From an optimization exercise on the open Yosys and OpenROAD flow, aimed at small area, a short achievable clock period and few clock cycles per item; shortcuts taken in it are not production practice.
Where RTL was checked, it was by simulation tests only, not by an equivalence proof against the original.
Only the layout flow was run in run 1; the RTL was not checked for function there.

## flow/design.v (module list and top-level ports; edited modules follow where they fit)
// module hammersley_point_generator: 6898 lines
module hammersley_point_generator #(
  parameter int INDEX_BITS    = 20,
  parameter int FRACTION_BITS = 32
) (
  input  logic                             clk,
  input  logic                             rst_n,
  input  logic                             cfg_valid,
  output logic                             cfg_ready,
  input  logic [hpg_pkg::LENGTH_BITS-1:0]  cfg_sequence_length,
  input  logic                             in_valid,
  output logic                             in_ready,
  input  logic [INDEX_BITS-1:0]            in_sample_index,
  output logic                             out_valid,
  input  logic                             out_ready,
  output logic [hpg_pkg::COORD_BITS-1:0]   out_regular_coord,
  output logic [hpg_pkg::COORD_BITS-1:0]   out_radix2_coord,
  output logic [hpg_pkg::COORD_BITS-1:0]   out_radix3_coord,
  output logic [hpg_pkg::COORD_BITS-1:0]   out_radix5_coord,
  output logic                             out_index_out_of_range
);
  // ...
==> flow/run.sh <==
#!/bin/bash
# synth_recipe.tcl (not shown) runs the flow's synth.tcl, then flattens the netlist and writes it again
# the make line also repeats each setting of config.mk as NAME=value (left out here)
make -C /OpenROAD-flow-scripts/flow DESIGN_CONFIG=/design/flow/config.mk WORK_HOME=/design/flow/orfs CLKGATE_MAP_FILE= SYNTH_SCRIPT=/design/flow/synth_recipe.tcl finish
==> flow/config.mk <==
export PLATFORM = sky130hd
export DESIGN_NAME = hammersley_point_generator
export DESIGN_NICKNAME = hammersley_point_generator
export VERILOG_FILES = /design/flow/design.v
export SDC_FILE = /design/flow/constraint.sdc
export NUM_CORES = 4
export LEC_CHECK = 0
export ABC_CLOCK_PERIOD_IN_PS = 2500
export CAP_MARGIN = 20
export CORE_MARGIN = 2
export CORE_UTILIZATION = 55
export CTS_BUF_LIST = sky130_fd_sc_hd__clkbuf_4 sky130_fd_sc_hd__clkbuf_8
export SETUP_SLACK_MARGIN = 4.7
export SLEW_MARGIN = 20
==> flow/constraint.sdc <==
create_clock -name core_clock -period 8.0 [get_ports {clk}]
set_input_delay 1.6000 -clock core_clock [delete_from_list [all_inputs] [get_ports {clk}]]
set_output_delay 1.6000 -clock core_clock [all_outputs]
set_load 0.01 [all_outputs]
==> flow_metrics.py, run 1 <==
metrics = {
    "synth": {
        "async_flop_share": 0,
        "synth_seq_cells": 1755,
        "yosysMostFrequentCell": "dfxtp_1",
        "synth_fa_ha_area_frac": 0.2131,
        "synth_ff_type": "dfxtp_1",
    },
    "layout": {
        "seq_area_frac": 0.2955,
        "seq_cells": 1755,
        "clkbuf_count": 471,
        "final_net_count": 13069,
        "stdcell_count": 14653,
        "clock_cell_area_share": 0.05297,
    },
    "routing": {
        "drtIter0Drc": 8125,
    },
    "die": {
        "chipWidth_um": 451.1,
    },
    "cts": {
        "ctsResizeCount": 948,
        "clockBufferDepth": 4,
        "postCtsHoldBufs": 0,
        "clk-insertion-delay-late_ns": 1.08,
    },
    "critical_path": {
        "critPathLaunchType": "register",
        "cp.required_ns": 8.80,
        "cp_slowest_cell": "or4_4",
    },
    "placement": {
        "pre_cts_ws_ns": 3.152,
    },
    "run": {
        "cap_violations": 0,
    },
    "timing": {
        "holdWs_ns": 0.2696,
        "rsz0062_at_grt": "yes",
        "maxSlewViolCount": 0,
        "finalHoldViolations": 0,
        "relSlewSlack": 0.2682,
    },
    "run_status": {
        "status": "complete, no violations",
    },
    "grt": {
        "grt_pass1_vias": 83285,
        "grt_overflow": 0,
        "met2_usage": 0.4268,
        "grt_max_degree": 112,
    },
    "worst_hold_path": {
        "hp-class": "reg -> reg",
    },
}
==> run 2, diff against run 1 <==
--- a/flow/design.v
+++ b/flow/design.v
@@ -36,3 +36,3 @@
   logic [21:0] k_r;
-  logic [31:0] rp_r;
+  logic [31:0] rp_r, qs_r;
   logic [34:0] r3_r;
@@ -42,2 +42,4 @@
   logic [23:0] dn3_r;
+  logic [21:0] pk_r;
+  logic        last_r;
   logic [20:0] len_eff;
@@ -47,5 +49,10 @@
   logic [32:0] rp33;
-  logic [21:0] dn_p2;
+  logic        pow2;
+  logic [21:0] dd_r, pk_x, rin_x;
+  logic [23:0] dn3_x;
   assign len_eff = (len_r == 21'd0) ? 21'd1 : len_r;
-  assign dn_p2   = (dn_r == 22'h100000) ? 22'h200000 : dn_r;
+  assign pow2    = (dn_r == 22'h100000);
+  assign dn3_x   = {2'b0, dn_r} + {1'b0, dn_r, 1'b0};
+  assign pk_x    = 22'(23'h400000 - {1'b0, dn_r});
+  assign rin_x   = 22'h200000 - dn_r;
   always_comb begin
@@ -57,16 +64,11 @@
   assign r4   = {rem_r, 2'b00};
-  assign t1   = {1'b0, r4} - {3'b0, dn_r};
-  assign t2   = {1'b0, r4} - {2'b0, dn_r, 1'b0};
+  assign t1   = {1'b0, r4} - {3'b0, dd_r};
+  assign t2   = {1'b0, r4} - {2'b0, dd_r, 1'b0};
   assign t3   = {1'b0, r4} - {1'b0, dn3_r};
-  assign rp33 = {1'b1, rp_r};
+  assign rp33 = {1'b1, qs_r};
   always_ff @(posedge clk) begin
     if (!rst_n) begin
-      len_r <= 21'd1;
-      ph_r  <= 5'd0;
-      s_r   <= 5'd21;
-      nn_r  <= 22'h200000;
-      n3_r  <= 24'h600000;
-      k_r   <= 22'h200000;
-      rp_r  <= 32'd0;
-      r3_r  <= 35'h300000000;
+      len_r  <= 21'd1;
+      ph_r   <= 5'd1;
+      last_r <= 1'b0;
     end else begin
@@ -78,16 +80,3 @@
       end
-      if (ph_r == 5'd1) s_r <= lz;
-      if (ph_r == 5'd2 && dn_r == 22'h100000) s_r <= s_r + 5'd1;
-      if (ph_r >= 5'd3 && ph_r <= 5'd18) begin
-        if (!t3[24])      rp_r <= {rp_r[29:0], 2'd3};
-        else if (!t2[24]) rp_r <= {rp_r[29:0], 2'd2};
-        else if (!t1[24]) rp_r <= {rp_r[29:0], 2'd1};
-        else              rp_r <= {rp_r[29:0], 2'd0};
-      end
-      if (ph_r == 5'd19) begin
-        r3_r <= {2'b0, rp33} + {1'b0, rp33, 1'b0};
-        nn_r <= dn_r;
-        n3_r <= dn3_r;
-        k_r  <= 22'(23'h400000 - {1'b0, dn_r});
-      end
+      last_r <= (ph_r == 5'd18) & ~cfg_valid;
     end
@@ -95,16 +84,33 @@
   always_ff @(posedge clk) begin
-    if (ph_r == 5'd1) dn_r <= 22'({1'b0, len_eff} << lz);
+    if (ph_r == 5'd1) begin
+      s_r  <= lz;
+      dn_r <= 22'({1'b0, len_eff} << lz);
+    end
     if (ph_r == 5'd2) begin
-      dn_r  <= dn_p2;
-      dn3_r <= {2'b0, dn_p2} + {1'b0, dn_p2, 1'b0};
-      rem_r <= 22'h200000 - dn_p2;
+      if (pow2) s_r <= s_r + 5'd1;
+      if (pow2) dn_r <= 22'h200000;
+      dd_r  <= pow2 ? 22'h200000 : dn_r;
+      dn3_r <= pow2 ? 24'h600000 : dn3_x;
+      pk_r  <= pow2 ? 22'h200000 : pk_x;
     end
+    if (ph_r == 5'd2) rem_r <= pow2 ? 22'd0 : rin_x;
+    else if (!t3[24]) rem_r <= t3[21:0];
+    else if (!t2[24]) rem_r <= t2[21:0];
+    else if (!t1[24]) rem_r <= t1[21:0];
+    else              rem_r <= r4[21:0];
     if (ph_r >= 5'd3 && ph_r <= 5'd18) begin
-      if (!t3[24])      rem_r <= t3[21:0];
-      else if (!t2[24]) rem_r <= t2[21:0];
-      else if (!t1[24]) rem_r <= t1[21:0];
-      else              rem_r <= r4[21:0];
+      if (!t3[24])      qs_r <= {qs_r[29:0], 2'd3};
+      else if (!t2[24]) qs_r <= {qs_r[29:0], 2'd2};
+      else if (!t1[24]) qs_r <= {qs_r[29:0], 2'd1};
+      else              qs_r <= {qs_r[29:0], 2'd0};
+    end
+    if (last_r) begin
+      rp_r <= qs_r;
+      r3_r <= {2'b0, rp33} + {1'b0, rp33, 1'b0};
+      nn_r <= dn_r;
+      n3_r <= dn3_r;
+      k_r  <= pk_r;
     end
   end
-  logic [19:0] ir_i, ib_i;
+  logic [19:0] ib_i, ir_i;
   logic        ir_v, ib_v;
@@ -169,3 +175,3 @@
       o_v        <= 1'b0;
-      in_ready_r <= 1'b1;
+      in_ready_r <= 1'b0;
     end else begin
@@ -181,7 +187,6 @@
   always_ff @(posedge clk) begin
-    if (adv) begin
+    if (adv || !ir_v) begin
       ir_i <= ib_v ? ib_i : in_sample_index;
-    end else begin
-      if (!ir_v) ir_i <= in_sample_index;
-      else if (!ib_v) ib_i <= in_sample_index;
+    end else if (!ib_v) begin
+      ib_i <= in_sample_index;
     end
@@ -375,2 +380,4 @@
   logic p203_5;
+  logic p203_6;
+  logic p203_7;
   logic p204_4;
@@ -458,3 +465,3 @@
   logic p436_5;
-  logic p440_6;
+  logic p443_6;
   logic p447_5;
@@ -506,2 +513,4 @@
   logic p641_5;
+  logic p641_6;
+  logic p641_7;
   logic p644_5;
@@ -542,2 +551,3 @@
   logic p774_5;
+  logic p779_6;
   logic p780_6;
@@ -546,4 +556,3 @@
   logic p793_5;
-  logic p798_6;
-  logic p799_6;
+  logic p796_6;
   logic p804_7;
@@ -617,6 +626,6 @@
   logic p1042_5;
-  logic p1043_5;
   logic p1048_6;
-  logic p1052_5;
   logic p1053_5;
+  logic p1054_5;
+  logic p1055_5;
   logic p1060_5;
@@ -682,4 +691,2 @@
   logic p1137_7;
-  logic p1139_6;
-  logic p1139_7;
   logic p1147_7;
@@ -689,4 +696,2 @@
   logic p1169_7;
-  logic p1175_6;
-  logic p1175_7;
   logic p1181_7;
@@ -1048,5 +1053,3 @@
   logic p2222_7;
-  logic p2223_7;
   logic p2224_7;
-  logic p2225_7;
   logic p2226_7;
@@ -1054,2 +1057,3 @@
   logic p2237_7;
+  logic p2238_7;
   logic p2239_7;
@@ -1058,6 +1062,7 @@
   logic p2261_7;
+  logic p2263_7;
   logic p2270_6;
   logic p2275_7;
-  logic p2279_7;
   logic p2281_7;
+  logic p2302_7;
   logic p2314_7;
@@ -1446,5 +1451,5 @@
   logic p4165_4;
-  logic p4166_4;
   logic p4175_5;
   logic p4177_5;
+  logic p4189_4;
   logic p4195_5;
@@ -1467,3 +1472,2 @@
   logic p4315_4;
-  logic p4319_5;
   logic p4323_6;
@@ -1484,2 +1488,3 @@
   logic p4349_5;
+  logic p4350_5;
   logic p4359_7;
@@ -1762,3 +1767,3 @@
   wire n441 = ((p398_5 & n409) | (p398_5 & n438) | (n409 & n438));
-  wire n443 = ((p417_6 & p421_6) | (p417_6 & p440_6) | (p421_6 & p440_6));
+  wire n443 = ((n417 & n421) | (n417 & n440) | (n421 & n440));
   wire n444 = (p203_4 ^ p272_4 ^ p300_4);
@@ -1777,3 +1782,3 @@
   wire n457 = ((p418_6 & p419_6) | (p418_6 & p454_6) | (p419_6 & p454_6));
-  wire n459 = ((n433 & n443) | (n433 & n456) | (n443 & n456));
+  wire n459 = ((n433 & p443_6) | (n433 & n456) | (p443_6 & n456));
   wire n460 = ~(p204_4 ^ p271_4);
@@ -2115,6 +2120,6 @@
   wire n797 = ((n430 & p792_5) | (n430 & n794) | (p792_5 & n794));
-  wire n798 = (n431 ^ n779 ^ n796);
-  wire n799 = ((n431 & n779) | (n431 & n796) | (n779 & n796));
-  wire n800 = (p417_6 ^ p781_6 ^ p798_6);
-  wire n801 = ((p417_6 & p781_6) | (p417_6 & p798_6) | (p781_6 & p798_6));
+  wire n798 = (p431_6 ^ p779_6 ^ p796_6);
+  wire n799 = ((p431_6 & p779_6) | (p431_6 & p796_6) | (p779_6 & p796_6));
+  wire n800 = (p417_6 ^ p781_6 ^ n798);
+  wire n801 = ((p417_6 & p781_6) | (p417_6 & n798) | (p781_6 & n798));
   wire n802 = (p419_6 ^ n783 ^ n800);
@@ -2135,4 +2140,4 @@
   wire n817 = ((n431 & n797) | (n431 & n814) | (n797 & n814));
-  wire n818 = (p418_6 ^ p799_6 ^ p816_6);
-  wire n819 = ((p418_6 & p799_6) | (p418_6 & p816_6) | (p799_6 & p816_6));
+  wire n818 = (p418_6 ^ n799 ^ p816_6);
+  wire n819 = ((p418_6 & n799) | (p418_6 & p816_6) | (n799 & p816_6));
   wire n820 = (n801 ^ n803 ^ n818);
@@ -2371,6 +2376,6 @@
   wire n1053 = ((n351 & n1041) | (n351 & n1050) | (n1041 & n1050));
-  wire n1054 = (p371_5 ^ p1043_5 ^ p1052_5);
-  wire n1055 = ((p371_5 & p1043_5) | (p371_5 & p1052_5) | (p1043_5 & p1052_5));
-  wire n1056 = (n1045 ^ n1047 ^ n1054);
-  wire n1057 = ((n1045 & n1047) | (n1045 & n1054) | (n1047 & n1054));
+  wire n1054 = (n371 ^ n1043 ^ n1052);
+  wire n1055 = ((n371 & n1043) | (n371 & n1052) | (n1043 & n1052));
+  wire n1056 = (n1045 ^ n1047 ^ p1054_5);
+  wire n1057 = ((n1045 & n1047) | (n1045 & p1054_5) | (n1047 & p1054_5));
   wire n1058 = (p300_4 ^ n491 ^ n506);
@@ -2379,4 +2384,4 @@
   wire n1061 = ((n350 & n1051) | (n350 & n1058) | (n1051 & n1058));
-  wire n1062 = (p1053_5 ^ n1055 ^ p1060_5);
-  wire n1063 = ((p1053_5 & n1055) | (p1053_5 & p1060_5) | (n1055 & p1060_5));
+  wire n1062 = (p1053_5 ^ p1055_5 ^ p1060_5);
+  wire n1063 = ((p1053_5 & p1055_5) | (p1053_5 & p1060_5) | (p1055_5 & p1060_5));
   wire n1064 = (n507 ^ n524 ^ n1059);
@@ -2454,4 +2459,4 @@
   wire n1137 = (p640_5 ^ p1085_5);
-  wire n1138 = ((p203_5 & p641_5));
-  wire n1139 = (p203_5 ^ p641_5);
+  wire n1138 = ((p203_7 & p641_7));
+  wire n1139 = (p203_7 ^ p641_7);
   wire n1142 = ((n1090) | (n1088 & n1091));
@@ -2489,4 +2494,4 @@
   wire n1174 = ((p1082_7 & p1084_7));
-  wire n1175 = ((n1138) | (n1136 & n1139));
-  wire n1176 = ((p1137_7 & p1139_7));
+  wire n1175 = ((n1138) | (p1136_7 & n1139));
+  wire n1176 = ((p1137_7 & n1139));
   wire n1181 = ((n1092) | (n1142 & n1144));
@@ -2611,3 +2616,3 @@
   wire n1352 = ((p1137_7 & n1318));
-  wire n1353 = ((p1175_7) | (n1176 & n1317));
+  wire n1353 = ((n1175) | (n1176 & n1317));
   wire n1354 = ((n1176 & n1318));
@@ -2661,3 +2666,3 @@
   wire n1424 = (p1137_7 ^ n1387);
-  wire n1425 = (p1139_7 ^ n1389);
+  wire n1425 = (n1139 ^ n1389);
   wire n1426 = (p204_7 ^ n1391);
@@ -3495,3 +3500,3 @@
   wire n2262 = ((p2220_7 & p2222_7));
-  wire n2263 = ((p2225_7) | (p2223_7 & p2226_7));
+  wire n2263 = ((n2225) | (n2223 & n2226));
   wire n2264 = ((p2224_7 & p2226_7));
@@ -3502,3 +3507,3 @@
   wire n2278 = ((p2237_7 & p2239_7));
-  wire n2279 = ((n2238 & n2239));
+  wire n2279 = ((p2238_7 & p2239_7));
   wire n2281 = ((n2240 & n2242));
@@ -3524,5 +3529,5 @@
   wire n2301 = ((n2258 & n2260));
-  wire n2302 = ((p2223_7) | (p2224_7 & p2261_7));
+  wire n2302 = ((n2223) | (n2224 & n2261));
   wire n2303 = ((p2224_7 & n2262));
-  wire n2304 = ((n2263) | (p2261_7 & n2264));
+  wire n2304 = ((p2263_7) | (p2261_7 & n2264));
   wire n2305 = ((n2262 & n2264));
@@ -3530,3 +3535,3 @@
   wire n2314 = ((p2270_6 & n2273));
-  wire n2319 = ((p2275_7 & p2279_7));
+  wire n2319 = ((p2275_7 & n2279));
   wire n2320 = ((p1907_7 & p2241_7));
@@ -3555,3 +3560,3 @@
   wire n2343 = ((n2262 & n2301));
-  wire n2344 = ((n2302) | (n2300 & n2303));
+  wire n2344 = ((p2302_7) | (n2300 & n2303));
   wire n2345 = ((n2301 & n2303));
@@ -5045,5 +5050,5 @@
   wire n4017 = ((nn_r[2] | p3875_4) & (nn_r[1] | p3874_4) & (n3_r[2] | ~p3874_4 | ~p3875_4) & (p3874_4 | p3875_4));
-  wire n4018 = ((nn_r[3] | p3875_4) & (nn_r[2] | p3874_4) & (n3_r[3] | ~p3874_4 | ~p3875_4) & (p3874_4 | p3875_4));
+  wire n4018 = ((nn_r[3] | p3875_3) & (nn_r[2] | p3874_3) & (n3_r[3] | ~p3874_3 | ~p3875_3) & (p3874_3 | p3875_3));
   wire n4019 = ((p3876_4) & (nn_r[0] | n3_r[0]) & (nn_r[0] | p3877_4) & (n3_r[0] | ~p3877_4));
-  wire n4020 = ((nn_r[1] | p3877_4) & (nn_r[0] | p3876_4) & (n3_r[1] | ~p3876_4 | ~p3877_4) & (p3876_4 | p3877_4));
+  wire n4020 = ((nn_r[1] | p3877_3) & (nn_r[0] | p3876_3) & (n3_r[1] | ~p3876_3 | ~p3877_3) & (p3876_3 | p3877_3));
   wire n4021 = (n3893 ^ n3913 ^ n3931);
@@ -5213,6 +5218,6 @@
   wire n4187 = (n4000 ^ n4008 ^ n4014);
-  wire n4189 = (n4018 ^ n4020 ^ p4166_4);
+  wire n4189 = (n4018 ^ n4020 ^ n4166);
   wire n4191 = (n4168 ^ n4170 ^ n4183);
   wire n4193 = (n4172 ^ n4185 ^ n4187);
-  wire n4195 = (n4174 ^ n4189 ^ n4191);
+  wire n4195 = (n4174 ^ p4189_4 ^ n4191);
   wire n4197 = (n4176 ^ n4178 ^ n4193);
@@ -5331,3 +5336,3 @@
   wire n4349 = ~n4318;
-  wire n4350 = ~p4319_5;
+  wire n4350 = ~n4319;
   wire n4351 = ~n4320;
@@ -5353,3 +5358,3 @@
   wire n4382 = ((k_r[10] & p4349_5) | (k_r[10] & p4380_5) | (p4349_5 & p4380_5));
-  wire n4384 = ((k_r[11] & n4350) | (k_r[11] & n4382) | (n4350 & n4382));
+  wire n4384 = ((k_r[11] & p4350_5) | (k_r[11] & n4382) | (p4350_5 & n4382));
   wire n4386 = ((k_r[12] & n4351) | (k_r[12] & n4384) | (n4351 & n4384));
@@ -5790,2 +5795,4 @@
     p203_5 <= p203_4;
+    p203_6 <= p203_5;
+    p203_7 <= p203_6;
     p204_4 <= n204;
@@ -5873,3 +5880,3 @@
     p436_5 <= n436;
-    p440_6 <= n440;
+    p443_6 <= n443;
     p447_5 <= n447;
@@ -5921,2 +5928,4 @@
     p641_5 <= n641;
+    p641_6 <= p641_5;
+    p641_7 <= p641_6;
     p644_5 <= n644;
@@ -5957,2 +5966,3 @@
     p774_5 <= n774;
+    p779_6 <= n779;
     p780_6 <= n780;
@@ -5961,4 +5971,3 @@
     p793_5 <= n793;
-    p798_6 <= n798;
-    p799_6 <= n799;
+    p796_6 <= n796;
     p804_7 <= n804;
@@ -6032,6 +6041,6 @@
     p1042_5 <= n1042;
-    p1043_5 <= n1043;
     p1048_6 <= n1048;
-    p1052_5 <= n1052;
     p1053_5 <= n1053;
+    p1054_5 <= n1054;
+    p1055_5 <= n1055;
     p1060_5 <= n1060;
@@ -6097,4 +6106,2 @@
     p1137_7 <= p1137_6;
-    p1139_6 <= n1139;
-    p1139_7 <= p1139_6;
     p1147_7 <= n1147;
@@ -6104,4 +6111,2 @@
     p1169_7 <= p1169_6;
-    p1175_6 <= n1175;
-    p1175_7 <= p1175_6;
     p1181_7 <= n1181;
@@ -6463,5 +6468,3 @@
     p2222_7 <= n2222;
-    p2223_7 <= n2223;
     p2224_7 <= n2224;
-    p2225_7 <= n2225;
     p2226_7 <= n2226;
@@ -6469,2 +6472,3 @@
     p2237_7 <= n2237;
+    p2238_7 <= n2238;
     p2239_7 <= n2239;
@@ -6473,6 +6477,7 @@
     p2261_7 <= n2261;
+    p2263_7 <= n2263;
     p2270_6 <= n2270;
     p2275_7 <= n2275;
-    p2279_7 <= n2279;
     p2281_7 <= n2281;
+    p2302_7 <= n2302;
     p2314_7 <= n2314;
@@ -6861,5 +6866,5 @@
     p4165_4 <= n4165;
-    p4166_4 <= n4166;
     p4175_5 <= n4175;
     p4177_5 <= n4177;
+    p4189_4 <= n4189;
     p4195_5 <= n4195;
@@ -6882,3 +6887,2 @@
     p4315_4 <= n4315;
-    p4319_5 <= n4319;
     p4323_6 <= n4323;
@@ -6899,2 +6903,3 @@
     p4349_5 <= n4349;
+    p4350_5 <= n4350;
     p4359_7 <= n4359;
--- a/flow/config.mk
+++ b/flow/config.mk
@@ -7,7 +7,6 @@
 export LEC_CHECK = 0
-export ABC_CLOCK_PERIOD_IN_PS = 2500
+export ABC_CLOCK_PERIOD_IN_PS = 2000
 export CAP_MARGIN = 20
 export CORE_MARGIN = 2
-export CORE_UTILIZATION = 55
-export CTS_BUF_LIST = sky130_fd_sc_hd__clkbuf_4 sky130_fd_sc_hd__clkbuf_8
+export CORE_UTILIZATION = 60
 export SETUP_SLACK_MARGIN = 4.7
==> run 2 against run 1 <==
Still clean. Clock skew shrank 0.0040 ns. Non-clock buffer count decreased by 153. Synthesized area up 1.6%. Via count shrank 2.1%. Final cell count shrank 4.9%. Worst hold slack worse by 0.0052 ns. First-iteration DRC count down 4.5%. Wire length down 3.8%. Fmax rose by 28%. Critical endpoint is now r3_r[29]$_DFFE_PP_.
==> flow_metrics.py, run 2 <==
metrics = {
    "grt": {
        "gr-usage-all-layers": 0.3081,
        "grt_pass1_vias": 82453,
        "antenna_found_initial": 16,
        "grt_overflow": 0,
        "grt_pass1_wl_um": 464500,
        "grt_max_degree": 93,
    },
    "synth": {
        "synth_seq_cells": 1827,
        "yosysMostFrequentCell": "dfxtp_1",
        "synth_seq_area_share": 0.3619,
        "ys_warn_count": 1,
        "synth_common_cells": "1,442 x dfxtp_1, 1,379 x inv_1, 961 x fa_1",
        "synth_top_cell_area_share": 0.2584,
        "synth.distinct_cells": 111,
        "async_flop_share": 0,
        "synthCells": 11163,
        "yosysTopAreaCell": "dfxtp_1",
        "synth_edf_count": 385,
        "synthTopCellsByArea": "dfxtp_1 26%, fa_1 17%, edfxtp_1 10%",
        "syn_avg_cell_area_um2": 10.01,
        "syn-cell-area_um2": 111700,
        "synth_ff_type": "dfxtp_1",
    },
    "routing": {
        "antenna_left": 0,
        "drtIter0Drc": 7763,
        "wl_per_cell_um": 21.90,
        "dr.pass1.iters": 8,
        "via_per_inst": 6.062,
        "vias": 84474,
        "drcViolationCount": 0,
        "routed_wl_um": 305200,
    },
    "placement": {
        "dpl.cell_count": 13244,
        "placement.cell_area_um2": 114600,
        "pre_cts_ws_ns": 3.285,
        "dp_hpwl_um": 212900,
        "port-buffer-count": 165,
        "globalplace.congestion": 0.9241,
    },
    "critical_path": {
        "worstPathCellList": "buf_12, buf_6, ha_4, inv_2, fa_2, nor2b_1, o21ai_1, a21boi_2, o21ai_1, buf_4, a31oi_4, o211a_1, o31a_1, a41o_1, or2_4, xor2_1",
        "crit_path_max_fanout": 3,
        "r2r_slack_ns": 4.64,
        "critPathLaunchType": "register",
        "r2r_cells": 16,
        "cp.arrival_ns": 3.90,
        "endpoint_kind": "register",
        "rr_endpoint": "r3_r[29]$_DFFE_PP_",
        "criticalPathCategory": "reg -> reg",
        "critical-path-max-stage-delay_ns": 0.42,
        "critPathMostFrequentCell": "o21ai_1",
        "cp_slowest_cell": "edfxtp_1",
        "timing.rr.start": "qs_r[1]$_SDFFCE_PN1P_",
        "cp.required_ns": 8.54,
    },
    "layout": {
        "syn_to_final_growth_pct": 13.84,
        "drive_gt1_frac": 0.1707,
        "mostFrequentLayoutCells": "1,364 x inv_1, 1,303 x dfxtp_1, 954 x fa_1",
        "final_net_count": 12599,
        "final_area_um2": 127200,
        "post-route-util": 0.6865,
        "fillerInstances": 14132,
        "largest_reg_flops": 35,
        "regMostFlops": "r3_r",
        "final_common_cell": "inv_1",
        "stdcell_count": 13936,
    },
    "cts": {
        "numCtsBuffers": 188,
        "tritoncts": "yes",
        "clock-sinks": 1827,
        "clkTransAtPathRegs_ns": 0.06,
        "htreeDepth": 4,
        "clockBufferDepth": 3,
        "postCtsHoldBufs": 0,
        "root_buffer": "clkbuf_16",
        "clk-insertion-delay-late_ns": 0.88,
    },
    "timing": {
        "holdWs_ns": 0.2644,
        "finalSetupTns_ns": 0,
        "fin_crit_sh": 0.4194,
        "maxSlewViolCount": 0,
        "relSlewSlack": 0.2579,
        "finalHoldViolations": 0,
        "finalSetupViolations": 0,
        "rsz0062_at_grt": "yes",
        "fin_crit_ns": 3.355,
        "setup_slack_ns": 4.645,
        "skew_ns": 0.08560,
        "fmax_ghz": 0.2981,
        "tightest_slew_ns": 1.113,
    },
    "worst_hold_path": {
        "hp-start": "p155_2$_DFF_P_",
        "hp-class": "reg -> reg",
        "min_to": "p155_3$_DFF_P_",
        "min_path_cells": 0,
    },
    "run": {
        "cap_violations": 0,
    },
    "die": {
        "chipWidth_um": 435.5,
        "die_y_um": 435.5,
        "row_count": 158,
        "ios": 178,
        "core_um2": 185200,
        "start_util": 0.6030,
        "dieArea_um2": 189600,
    },
    "run_status": {
        "status": "complete, no violations",
    },
}
[run 2: layout make-up]
type	count	area [um2]	share of cell area
Timing Repair Buffer	590	5396	0.04244
Timing Repair inverter	1	5.005	0.00003936
Clock inverter	109	1388	0.01091
Inverter	1383	5243	0.04123
Multi-Input combinational cell	7297	65940	0.5186
Sequential cell	1827	40740	0.3204
Antenna cell	4	10.01	0.00007872
Clock buffer	245	5328	0.04190
Tap cell	2480	3103	0.02440
[run 2: cell families (layout without fill, tap and decap cells)]
family	count (synthesis)	in the layout	synth area share
xor gates and xnor gates	346	346	0.02713
and+or+nand+nor	2376	2379	0.1042
buffers and inverters	2057	2328	0.07092
other	2	16	0.00006723
muxes	679	679	0.06753
AOI/OAI and AO/OA	2578	2583	0.1590
adders and majority gates	1298	1298	0.2092
DFF	1827	1827	0.3619
[run 2: how the worst max path moves through the flow]
stage	from	end	slack (ns)	cells past startpoint
final	qs_r[1]$_SDFFCE_PN1P_	r3_r[29]$_DFFE_PP_	4.64	16
after global routing	qs_r[1]$_SDFFCE_PN1P_	r3_r[33]$_DFFE_PP_	4.51	17
after CTS	p1554_3$_DFF_P_	p1582_4$_DFF_P_	4.55	11
after detailed placement	p152_1$_DFF_P_	p1455_2$_DFF_P_	3.28	9
after global placement	p152_1$_DFF_P_	p1455_2$_DFF_P_	3.33	9
after floorplan	out_ready	o_oor$_DFFE_PP_	4.14	2
[run 2: timing repair]
item | CTS | global route
cloned | 11 | 9
resized for setup | 546 | 458
endpoints found under the setup margin | 488 | 240
pin swaps | 56 | 111
setup buffers | 113 | 201
[run 2: worst max-delay path, delay by kind of cell (launching register included)]
| kind | cells | cell delay (ns) |
|---|---|---|
| AO/OA/AOI/OAI | 7 | 1.31 |
| buffers and inverters | 4 | 0.48 |
| flip-flops | 1 | 0.42 |
| adder cells (fa/ha/maj) | 2 | 0.34 |
| AND/OR/NAND/NOR | 2 | 0.31 |
| XOR/XNOR | 1 | 0.14 |
[run 2: per-layer routing]
layer / global-route usage / wire length (um)
met1: 0.4096 / 126100
met2: 0.4868 / 139200
met3: 0.06225 / 24410
met4: 0.1405 / 15490
met5: 0 / 58
Testbench counts of run 2, summed over its fixed seeds: cycles 2,248, items 2,048.

static timing again, ports no longer ideal:
How much do the figures lean on ideal ports? The routed layouts below were timed once more, with nothing changed but the port constraints.
Step 1 assumes that a clkbuf_16 drives the clock port and a buf_2 every other input.
Step 2 times the ports against the registers' clock, not the clock port: input delays grow and output delays shrink by t, the midpoint of the rising clock arrivals with the driver on.
Three values: ideal ports, drivers, drivers and shift; two values: the first two.
run	shift t [ns]	setup WS [ns]	worst setup path after step 2	worst register clock-pin slew, ns
run 1	1.116	3.697 / 3.697 / 3.697	register to register	0.08 / 0.08
run 2	0.921	4.645 / 4.645 / 3.959	input to register	0.07 / 0.07
After both steps every run listed still meets setup and hold. For run 2, which loses most, drivers alone change the setup slack by 0.000 ns; drivers and shift together by -0.686 ns.
